This is an optimization exercise on Yosys and OpenROAD, whose aim is small area and a short achievable clock period, not a production implementation.
RTL that was checked went through simulation tests only; none was proved equivalent to the original.
Function not checked in run 1: the RTL went through the layout flow alone.

## flow/design.v (module list and top-level ports; edited modules follow where they fit)
// module grad_top: 2432 lines
module grad_top (
    input  wire logic        clk,
    input  wire logic        rst,
    input  wire logic        in_valid,
    input  wire logic        sof,
    input  wire logic [7:0]  pixel,
    output logic             out_valid,
    output logic [32:0]      grad
);
  // ...
==> flow/flow/run.sh <==
#!/bin/bash
# The standard layout, with the port buffers made from buf_4 cells instead of the
# resizer's default pick (a delay cell), so that the ports are not slowed down.
set -euo pipefail
export BUFFER_PORTS_ARGS="-buffer_cell sky130_fd_sc_hd__buf_4"
bash standard.sh > standard.log 2>&1
==> flow/standard.sh <==
#!/bin/bash
# synth_recipe.tcl (not shown) runs the flow's synth.tcl, then flattens the netlist and writes it again
# the make line also repeats each setting of config.mk as NAME=value (left out here)
make -C /OpenROAD-flow-scripts/flow DESIGN_CONFIG=/design/flow/config.mk WORK_HOME=/design/flow/orfs CLKGATE_MAP_FILE= SYNTH_SCRIPT=/design/flow/synth_recipe.tcl "${@:-finish}"
==> flow/config.mk <==
export PLATFORM = sky130hd
export DESIGN_NAME = grad_top
export DESIGN_NICKNAME = grad_top
export VERILOG_FILES = /design/flow/design.v
export SDC_FILE = /design/flow/constraint.sdc
export NUM_CORES = 4
export LEC_CHECK = 0
export CAP_MARGIN = 20
export CORE_MARGIN = 2
export CORE_UTILIZATION = 65
export CTS_CLUSTER_DIAMETER = 80
export CTS_CLUSTER_SIZE = 25
export SLEW_MARGIN = 20
==> flow/constraint.sdc <==
create_clock -name core_clock -period 26.0 [get_ports {clk}]
set_input_delay 5.2000 -clock core_clock [delete_from_list [all_inputs] [get_ports {clk}]]
set_output_delay 5.2000 -clock core_clock [all_outputs]
set_load 0.01 [all_outputs]
==> flow_summary.yaml, run 1 <==
setup_path:
  crit_slowest_cell: "dfxtp_1"
  rr_endpoint: "p2_drem[5]$_DFF_P_"
  cp-end-kind: "output port"
  cp_top_family: "flip-flops"
synth:
  synth.net_count: 2800
  synth_top_cell_by_area: "dfxtp_1"
  synth_seq_cells: 729
floorplan:
  die_w_microns: 220
  initial_core_util: 0.657
  dieArea_sq_um: 48600
  die_h_microns: 220
detailed_routing:
  route.detailed.drc: 0
  avgViaCountPerCell: 5.28
  drt-met1-wl_microns: 20100
  top_layer_used: "met4"
  drtPass1Iterations: 5
  wl_met3_microns: 1080
status:
  outcome: "complete, no violations"
sta:
  fin_crit_ns: 6.22
  worst_slew_pin_slew_ns: 1.02
  setup_viol: 0
  rsz0062_at_grt: "false"
  slew_headroom: 0.317
clock_network:
  clock-root-buffer: "clkbuf_16"
  clk_pin_slew_ns: 0.09
  cts_resized: 0
worst_hold_path:
  hold_start: "p7_neg$_DFF_P_"
layout:
  largest_reg_flops: 264
  stdcell_count: 3146
  multi_input_area_share: 0.363
  final_common_cell: "dfxtp_1"
  regArea_sq_um: 17200
  seqAreaFraction: 0.528
placed_design:
  placed_cells: 3083
==> run 2, diff against run 1 <==
--- a/flow/design.v
+++ b/flow/design.v
@@ -500,22 +500,25 @@
     assign sq0_p[0] = !(sq0_a[0] ^ sq0_b[0]);
     assign sq0_g[1] = sq0_a[1] & !sq0_b[1];
     assign sq0_p[1] = !(sq0_a[1] ^ sq0_b[1]);
     assign sq0_g[2] = sq0_a[2] & !sq0_b[2];
     assign sq0_p[2] = !(sq0_a[2] ^ sq0_b[2]);
     logic sq0_G0_m, sq0_P0_m;
     assign sq0_G0_m = sq0_g[0] | (sq0_p[0] & 1'b1);
     assign sq0_P0_m = sq0_p[0] & 1'b0;
+    logic sq0_G2_1, sq0_P2_1;
+    assign sq0_G2_1 = sq0_g[2] | (sq0_p[2] & sq0_g[1]);
+    assign sq0_P2_1 = sq0_p[2] & sq0_p[1];
+    logic sq0_G2_m, sq0_P2_m;
+    assign sq0_G2_m = sq0_G2_1 | (sq0_P2_1 & sq0_G0_m);
+    assign sq0_P2_m = sq0_P2_1 & sq0_P0_m;
     logic sq0_G1_m, sq0_P1_m;
     assign sq0_G1_m = sq0_g[1] | (sq0_p[1] & sq0_G0_m);
     assign sq0_P1_m = sq0_p[1] & sq0_P0_m;
-    logic sq0_G2_m, sq0_P2_m;
-    assign sq0_G2_m = sq0_g[2] | (sq0_p[2] & sq0_G1_m);
-    assign sq0_P2_m = sq0_p[2] & sq0_P1_m;
     assign sq0_cy[0] = 1'b1;
     assign sq0_cy[1] = sq0_G0_m;
     assign sq0_cy[2] = sq0_G1_m;
     assign sq0_cy[3] = sq0_G2_m;
     assign sq0_d[0] = sq0_p[0] ^ sq0_cy[0];
     assign sq0_d[1] = sq0_p[1] ^ sq0_cy[1];
     assign sq0_d[2] = sq0_p[2] ^ sq0_cy[2];
     assign sq0_ge = sq0_cy[3];
@@ -538,22 +541,25 @@
     assign sq1_p[1] = !(sq1_a[1] ^ sq1_b[1]);
     assign sq1_g[2] = sq1_a[2] & !sq1_b[2];
     assign sq1_p[2] = !(sq1_a[2] ^ sq1_b[2]);
     assign sq1_g[3] = sq1_a[3] & !sq1_b[3];
     assign sq1_p[3] = !(sq1_a[3] ^ sq1_b[3]);
     logic sq1_G0_m, sq1_P0_m;
     assign sq1_G0_m = sq1_g[0] | (sq1_p[0] & 1'b1);
     assign sq1_P0_m = sq1_p[0] & 1'b0;
+    logic sq1_G2_1, sq1_P2_1;
+    assign sq1_G2_1 = sq1_g[2] | (sq1_p[2] & sq1_g[1]);
+    assign sq1_P2_1 = sq1_p[2] & sq1_p[1];
+    logic sq1_G2_m, sq1_P2_m;
+    assign sq1_G2_m = sq1_G2_1 | (sq1_P2_1 & sq1_G0_m);
+    assign sq1_P2_m = sq1_P2_1 & sq1_P0_m;
     logic sq1_G1_m, sq1_P1_m;
     assign sq1_G1_m = sq1_g[1] | (sq1_p[1] & sq1_G0_m);
     assign sq1_P1_m = sq1_p[1] & sq1_P0_m;
-    logic sq1_G2_m, sq1_P2_m;
-    assign sq1_G2_m = sq1_g[2] | (sq1_p[2] & sq1_G1_m);
-    assign sq1_P2_m = sq1_p[2] & sq1_P1_m;
     logic sq1_G3_m, sq1_P3_m;
     assign sq1_G3_m = sq1_g[3] | (sq1_p[3] & sq1_G2_m);
     assign sq1_P3_m = sq1_p[3] & sq1_P2_m;
     assign sq1_cy[0] = 1'b1;
     assign sq1_cy[1] = sq1_G0_m;
     assign sq1_cy[2] = sq1_G1_m;
     assign sq1_cy[3] = sq1_G2_m;
     assign sq1_cy[4] = sq1_G3_m;
@@ -688,28 +694,34 @@
     assign sq2_p[2] = !(sq2_a[2] ^ sq2_b[2]);
     assign sq2_g[3] = sq2_a[3] & !sq2_b[3];
     assign sq2_p[3] = !(sq2_a[3] ^ sq2_b[3]);
     assign sq2_g[4] = sq2_a[4] & !sq2_b[4];
     assign sq2_p[4] = !(sq2_a[4] ^ sq2_b[4]);
     logic sq2_G0_m, sq2_P0_m;
     assign sq2_G0_m = sq2_g[0] | (sq2_p[0] & 1'b1);
     assign sq2_P0_m = sq2_p[0] & 1'b0;
+    logic sq2_G2_1, sq2_P2_1;
+    assign sq2_G2_1 = sq2_g[2] | (sq2_p[2] & sq2_g[1]);
+    assign sq2_P2_1 = sq2_p[2] & sq2_p[1];
+    logic sq2_G4_3, sq2_P4_3;
+    assign sq2_G4_3 = sq2_g[4] | (sq2_p[4] & sq2_g[3]);
+    assign sq2_P4_3 = sq2_p[4] & sq2_p[3];
+    logic sq2_G2_m, sq2_P2_m;
+    assign sq2_G2_m = sq2_G2_1 | (sq2_P2_1 & sq2_G0_m);
+    assign sq2_P2_m = sq2_P2_1 & sq2_P0_m;
+    logic sq2_G4_m, sq2_P4_m;
+    assign sq2_G4_m = sq2_G4_3 | (sq2_P4_3 & sq2_G2_m);
+    assign sq2_P4_m = sq2_P4_3 & sq2_P2_m;
     logic sq2_G1_m, sq2_P1_m;
     assign sq2_G1_m = sq2_g[1] | (sq2_p[1] & sq2_G0_m);
     assign sq2_P1_m = sq2_p[1] & sq2_P0_m;
-    logic sq2_G2_m, sq2_P2_m;
-    assign sq2_G2_m = sq2_g[2] | (sq2_p[2] & sq2_G1_m);
-    assign sq2_P2_m = sq2_p[2] & sq2_P1_m;
     logic sq2_G3_m, sq2_P3_m;
     assign sq2_G3_m = sq2_g[3] | (sq2_p[3] & sq2_G2_m);
     assign sq2_P3_m = sq2_p[3] & sq2_P2_m;
-    logic sq2_G4_m, sq2_P4_m;
-    assign sq2_G4_m = sq2_g[4] | (sq2_p[4] & sq2_G3_m);
-    assign sq2_P4_m = sq2_p[4] & sq2_P3_m;
     assign sq2_cy[0] = 1'b1;
     assign sq2_cy[1] = sq2_G0_m;
     assign sq2_cy[2] = sq2_G1_m;
     assign sq2_cy[3] = sq2_G2_m;
     assign sq2_cy[4] = sq2_G3_m;
     assign sq2_cy[5] = sq2_G4_m;
     assign sq2_d[0] = sq2_p[0] ^ sq2_cy[0];
     assign sq2_d[1] = sq2_p[1] ^ sq2_cy[1];
==> flow/config.mk (replaced) <==
export PLATFORM = sky130hd
export DESIGN_NAME = grad_top
export DESIGN_NICKNAME = grad_top
export VERILOG_FILES = /design/flow/design.v
export SDC_FILE = /design/flow/constraint.sdc
export NUM_CORES = 4
export LEC_CHECK = 0
export CAP_MARGIN = 20
export CORE_MARGIN = 2
export CORE_UTILIZATION = 65
export CTS_BUF_LIST = sky130_fd_sc_hd__clkbuf_8
export CTS_CLUSTER_DIAMETER = 60
export CTS_CLUSTER_SIZE = 16
export SLEW_MARGIN = 20
==> flow_summary.yaml, run 2 <==
detailed_routing:
  routed_wl_microns: 45900
  route.detailed.drc: 0
  routedWlPerCell_microns: 14.5
  num_vias: 16600
  avgViaCountPerCell: 5.25
  drt-initial-drc-count: 761
  final_antenna_net_count: 0
  drtPass1Iterations: 5
synth:
  synth.distinct_cells: 85
  yosysMostFrequentCell: "dfxtp_1"
  synth_top_area_share: 0.305
  synth.net_count: 2789
  synth_edf_count: 264
  yosysWarningCount: 2
  synth_seq_cells: 729
  synth_top_cell_by_area: "dfxtp_1"
  syn_area_per_cell_sq_um: 12.5
  synth_commonest_cells: "465 x dfxtp_1, 315 x inv_1, 264 x edfxtp_1, 198 x ha_1, 129 x fa_1"
  async_flop_share: 0
  synth_flop_cell: "dfxtp_1"
  synthTopCellsByArea: "dfxtp_1 31%, edfxtp_1 26%, fa_1 8.5%, ha_1 8.1%, inv_1 3.9%"
  synth_cells: 2450
  ys_seq_area_frac: 0.565
  synth_area_sq_um: 30500
grt:
  grt_usage: 0.196
  grt_overflow_total: 0
  antenna_found_initial: 0
  grt_max_degree: 178
  grt_pass1_vias: 16700
  grt_pass1_wl_microns: 77400
layout:
  num_antenna_cells: 0
  fin_nets: 2865
  final_common_cell: "dfxtp_1"
  area_delta_synth_final_pct: 6.89
  top_regs: "sr: 264 flops, grad: 33 flops"
  max_flop_register: "sr"
  stdcell_count: 3167
  largest_reg_flops: 264
  drive_gt1_frac: 0.0871
  final_cell_mix: "464 x dfxtp_1, 337 x inv_1, 264 x edfxtp_1, 198 x ha_1, 129 x fa_1"
clock_network:
  cts_inserted_buffers: 54
  clock-root-buffer: "clkbuf_8"
  cts_resized: 0
  htreeDepth: 2
  clock_sinks: 729
  clk_pin_slew_ns: 0.10
  clock_latency_ns: 0.68
  cts_tree: "done"
  cts_hold_buffers: 0
  post_cts_buffers: 0
  clk_path_buf_depth: 3
floorplan:
  rows: 79
  initial_core_util: 0.657
  die_w_microns: 221
  die_h_microns: 221
  coreArea_sq_um: 46500
  io_pins: 46
  dieArea_sq_um: 48700
setup_path:
  cp.required_ns: 20.80
  crit_path_start_kind: "flop"
  worstSetupPathType: "reg -> out"
  slowest_delay_ns: 0.32
  crit_fanout: 1
  worstPathCellList: "buf_4"
  crit_slowest_cell: "dfxtp_1"
  cp-end-kind: "output port"
  cp.arrival_ns: 1.13
  cp_top_family: "flip-flops"
  path_buf_inv: 1
sta:
  rsz0062_at_grt: "false"
  final-hold-violation-count: 0
  fin_tns_setup_ns: 0
  setup_viol: 0
  fin_crit_ns: 6.33
  finalClockSkew_ns: 0.0350
  slew_viol_final: 0
  period_share: 0.243
  worst_slew_pin_slew_ns: 0.896
  fmax_ghz: 0.158
  slew_headroom: 0.402
  fin_ws_ns: 19.67
placed_design:
  hpwl_microns: 33300
  placed_cells: 3077
  place.gp.congestion: 0.833
  port-buffer-count: 45
  pre_cts_slack_ns: 19.93
status:
  outcome: "complete, no violations"
flow_run:
  drv_cap: 0
worst_hold_path:
  hold_path_class: "reg -> reg"
[run 2: cell types whose count changed in the layout (fill, tap and decap cells not counted), sizes merged, moves of 4 or more]
cell	previous run	this run
o21ai	88	77
or2	6	11
mux2i	28	22
clkbuf	49	57
a211oi	16	12
xnor2	98	93
xor2	41	46
inv	335	340
nor3	18	22
[run 2: kinds of logic (layout without fill, tap and decap cells)]
group / after synthesis / count (layout) / synth area share
AOI/OAI and AO/OA: 388 / 388 / 0.0838
adders and majority gates: 327 / 327 / 0.166
other: 1 / 1 / 0.000123
buffers and inverters: 347 / 457 / 0.0429
muxes: 84 / 84 / 0.0301
xor gates and xnor gates: 139 / 139 / 0.0406
DFF: 729 / 729 / 0.565
and+or+nand+nor: 435 / 435 / 0.0714
[run 2: final cells by class]
type / count / area (sq um)
Clock buffer: 57 / 785
Clock inverter: 33 / 268
Fill cell: 3319 / 13800
Inverter: 315 / 1180
Multi-Input combinational cell: 1374 / 12000
Sequential cell: 729 / 17200
Tap cell: 607 / 759
Timing Repair Buffer: 52 / 403
[run 2: through the flow]
step	hold slack [ns]	util	instance area, sq um
finish	0.313	0.702	32600
global route	0.321	0.702	32600
CTS	0.315	0.702	32600
detailed placement	0.312	0.679	31600
global placement	0.310	0.679	31600
floorplan	0.310	-	30500
[run 2: final timing paths]
kind / from / end / slack [ns] / cells after the start
max reg2reg: p9_ndsr[1]$_DFF_P_ / grad[18]$_DFF_P_ / 19.94 / 24
max: grad[0]$_DFF_P_ / grad[0] / 19.67 / 1
min reg2reg: p2_srad[8]$_DFF_P_ / p3_srad[8]$_DFF_P_ / 0.31 / 0
min: p2_srad[8]$_DFF_P_ / p3_srad[8]$_DFF_P_ / 0.31 / 0
[run 2: per-layer routing]
layer / global-route usage / vias up / wire [microns]
li1: - / 8397 / -
met1: 0.247 / 7990 / 20600
met2: 0.354 / 170 / 23200
met3: 0.0253 / 68 / 1310
met4: 0.0564 / 0 / 837
met5: 0 / - / 0
==> run 3, diff against run 2 <==
--- a/flow/config.mk
+++ b/flow/config.mk
@@ -8,7 +8,6 @@
 export CAP_MARGIN = 20
 export CORE_MARGIN = 2
 export CORE_UTILIZATION = 65
-export CTS_BUF_LIST = sky130_fd_sc_hd__clkbuf_8
-export CTS_CLUSTER_DIAMETER = 60
-export CTS_CLUSTER_SIZE = 16
+export CTS_CLUSTER_DIAMETER = 80
+export CTS_CLUSTER_SIZE = 25
 export SLEW_MARGIN = 20
==> flow_summary.yaml, run 3 <==
grt:
  antenna_found_initial: 1
  grt_pass1_vias: 16600
  grt_max_degree: 178
  grt_overflow_total: 0
  met3_usage: 0.0232
  grt_pass1_wl_microns: 77000
  grt_usage: 0.195
  use_met2: 0.351
  busiest_layer: "met2"
  grt_use_met1: 0.248
setup_path:
  crit_fanout: 1
  cp_top_family: "flip-flops"
  startpoint: "grad[0]$_DFF_P_"
  slowest_delay_ns: 0.32
  crit_slowest_cell: "dfxtp_1"
  endpoint: "grad[0]"
  cp.arrival_ns: 1.02
  path_buf_inv: 1
  crit_path_start_kind: "flop"
  rr_endpoint: "p2_drem[6]$_DFF_P_"
  worstPathCellList: "buf_4"
  cp-end-kind: "output port"
  r2r-start: "p1_av[1]$_DFF_P_"
  cp.depth: 1
  r2r_setup_slack_ns: 19.94
  r2r_cells: 23
  worstSetupPathType: "reg -> out"
  cp.required_ns: 20.80
layout:
  area_delta_synth_final_pct: 7.26
  num_antenna_cells: 0
  fill_cells: 3282
  stdcell_area_sq_um: 32700
  top_regs: "sr: 264 flops, grad: 33 flops"
  multiInputGateArea_sq_um: 12000
  regArea_sq_um: 17200
  drive_gt1_frac: 0.0821
  max_flop_register: "sr"
  final_cell_mix: "464 x dfxtp_1, 315 x inv_1, 264 x edfxtp_1, 198 x ha_1, 129 x fa_1"
  stdcell_count: 3139
  final_common_cell: "dfxtp_1"
  largest_reg_flops: 264
  fin_nets: 2848
synth:
  synth_area_sq_um: 30500
  yosysMostFrequentCell: "dfxtp_1"
  synthTopCellsByArea: "dfxtp_1 31%, edfxtp_1 26%, fa_1 8.5%, ha_1 8.1%, inv_1 3.9%"
  synth.net_count: 2789
  yosysWarningCount: 2
  synth_commonest_cells: "465 x dfxtp_1, 315 x inv_1, 264 x edfxtp_1, 198 x ha_1, 129 x fa_1"
  syn_area_per_cell_sq_um: 12.5
  synth.distinct_cells: 85
  synth_cells: 2450
  synth_top_cell_by_area: "dfxtp_1"
  synth_top_area_share: 0.305
  synth_seq_cells: 729
  synth_flop_cell: "dfxtp_1"
  ys_seq_area_frac: 0.565
  synth_edf_count: 264
  async_flop_share: 0
detailed_routing:
  final_antenna_net_count: 0
  avgViaCountPerCell: 5.28
  routed_wl_microns: 45800
  drt-initial-drc-count: 681
  route.detailed.drc: 0
  drtPass1Iterations: 4
  num_vias: 16600
  routedWlPerCell_microns: 14.6
floorplan:
  die_h_microns: 221
  die_w_microns: 221
  coreArea_sq_um: 46500
  io_pins: 46
  dieArea_sq_um: 48700
  rows: 79
  initial_core_util: 0.657
flow_run:
  drv_cap: 0
placed_design:
  placed_area_sq_um: 31600
  placed_cells: 3077
  port-buffer-count: 45
  hpwl_microns: 33300
  place.gp.congestion: 0.833
sta:
  final-hold-violation-count: 0
  slew_viol_final: 0
  hold_slack_ns: 0.324
  setup_viol: 0
  worst_slew_pin_slew_ns: 0.929
  fin_crit_ns: 6.22
  finalClockSkew_ns: 0.0173
  rsz0062_at_grt: "false"
  fin_tns_setup_ns: 0
  period_share: 0.239
  fmax_ghz: 0.161
  slew_headroom: 0.381
worst_hold_path:
  hold_path_class: "reg -> reg"
clock_network:
  cts_tree: "done"
  htreeDepth: 2
  clk_path_buf_depth: 3
  post_cts_buffers: 0
  cts_resized: 0
  clock_latency_ns: 0.58
  cts_hold_buffers: 0
  cts_inserted_buffers: 37
  clk_pin_slew_ns: 0.09
  clock-root-buffer: "clkbuf_16"
  clock_sinks: 729
status:
  outcome: "complete, no violations"
==> run 3: cell counts after synthesis <==
No cell type changed its count.
==> run 3: kinds of logic (layout without fill, tap and decap cells) <==
kind of cell               Yosys count  count (layout)  synth area share
AOI/OAI and AO/OA                  388             388            0.0838
xor gates and xnor gates           139             139            0.0406
adders and majority gates          327             327             0.166
buffers and inverters              347             429            0.0429
DFF                                729             729             0.565
muxes                               84              84            0.0301
other                                1               1          0.000123
and+or+nand+nor                    435             435            0.0714
==> run 3: worst min-delay path by stage <==
| stage | startpoint | to | slack, ns | cells after the start |
|---|---|---|---|---|
| finish | p2_srad[1]$_DFF_P_ | p3_srad[1]$_DFF_P_ | 0.32 | 0 |
| global route | p8_neg$_DFF_P_ | p9_neg$_DFF_P_ | 0.32 | 0 |
| CTS | p2_srad[1]$_DFF_P_ | p3_srad[1]$_DFF_P_ | 0.32 | 0 |
| detailed placement | p2_srad[10]$_DFF_P_ | p3_srad[10]$_DFF_P_ | 0.31 | 0 |
| global placement | p3_dquo[0]$_DFF_P_ | p4_dquo[2]$_DFF_P_ | 0.31 | 0 |
| floorplan | p1_dquo$_DFF_P_ | p2_dquo[2]$_DFF_P_ | 0.31 | 0 |
==> run 3: metrics by stage <==
| stage | setup WS, ns | utilization |
|---|---|---|
| CTS | 19.74 | 0.704 |
| floorplan | 19.00 | - |
| finish | 19.78 | 0.704 |
| global placement | 20.11 | 0.679 |
| detailed placement | 19.93 | 0.679 |
| global route | 19.35 | 0.704 |
==> run 3: cell type report <==
class / instances / share of cell area
clock buffers: 52 / 0.0329
clock inverters: 10 / 0.00272
inverters: 315 / 0.0361
multi-input cells: 1374 / 0.366
flip-flops and latches: 729 / 0.527
well taps: 607 / 0.0232
repair buffers: 52 / 0.0123
==> run 3: per-layer routing <==
layer | wire (microns) | up-vias
li1 | - | 8354
met1 | 20700 | 7964
met2 | 23000 | 171
met3 | 1170 | 70
met4 | 947 | 0
met5 | 0 | -

## static timing again, ports no longer ideal
How much do the figures lean on ideal ports? The routed layouts below were timed once more, with nothing changed but the port constraints.
Step 1 assumes that a clkbuf_16 drives the clock port and a buf_2 every other input.
Step 2 times the ports against the registers' clock, not the clock port: input delays grow and output delays shrink by t, the midpoint of the rising clock arrivals with the driver on.
Slacks: ideal ports / drivers / drivers and shift; pairs: ideal ports / drivers.
run	shift t [ns]	setup slack, ns	worst setup path after step 2
run 1	0.631	19.777 / 19.719 / 19.889	register to register
run 2	0.714	19.673 / 19.619 / 19.938	register to register
run 3	0.627	19.779 / 19.721 / 19.936	register to register
After both steps setup and hold are still met in every run listed.
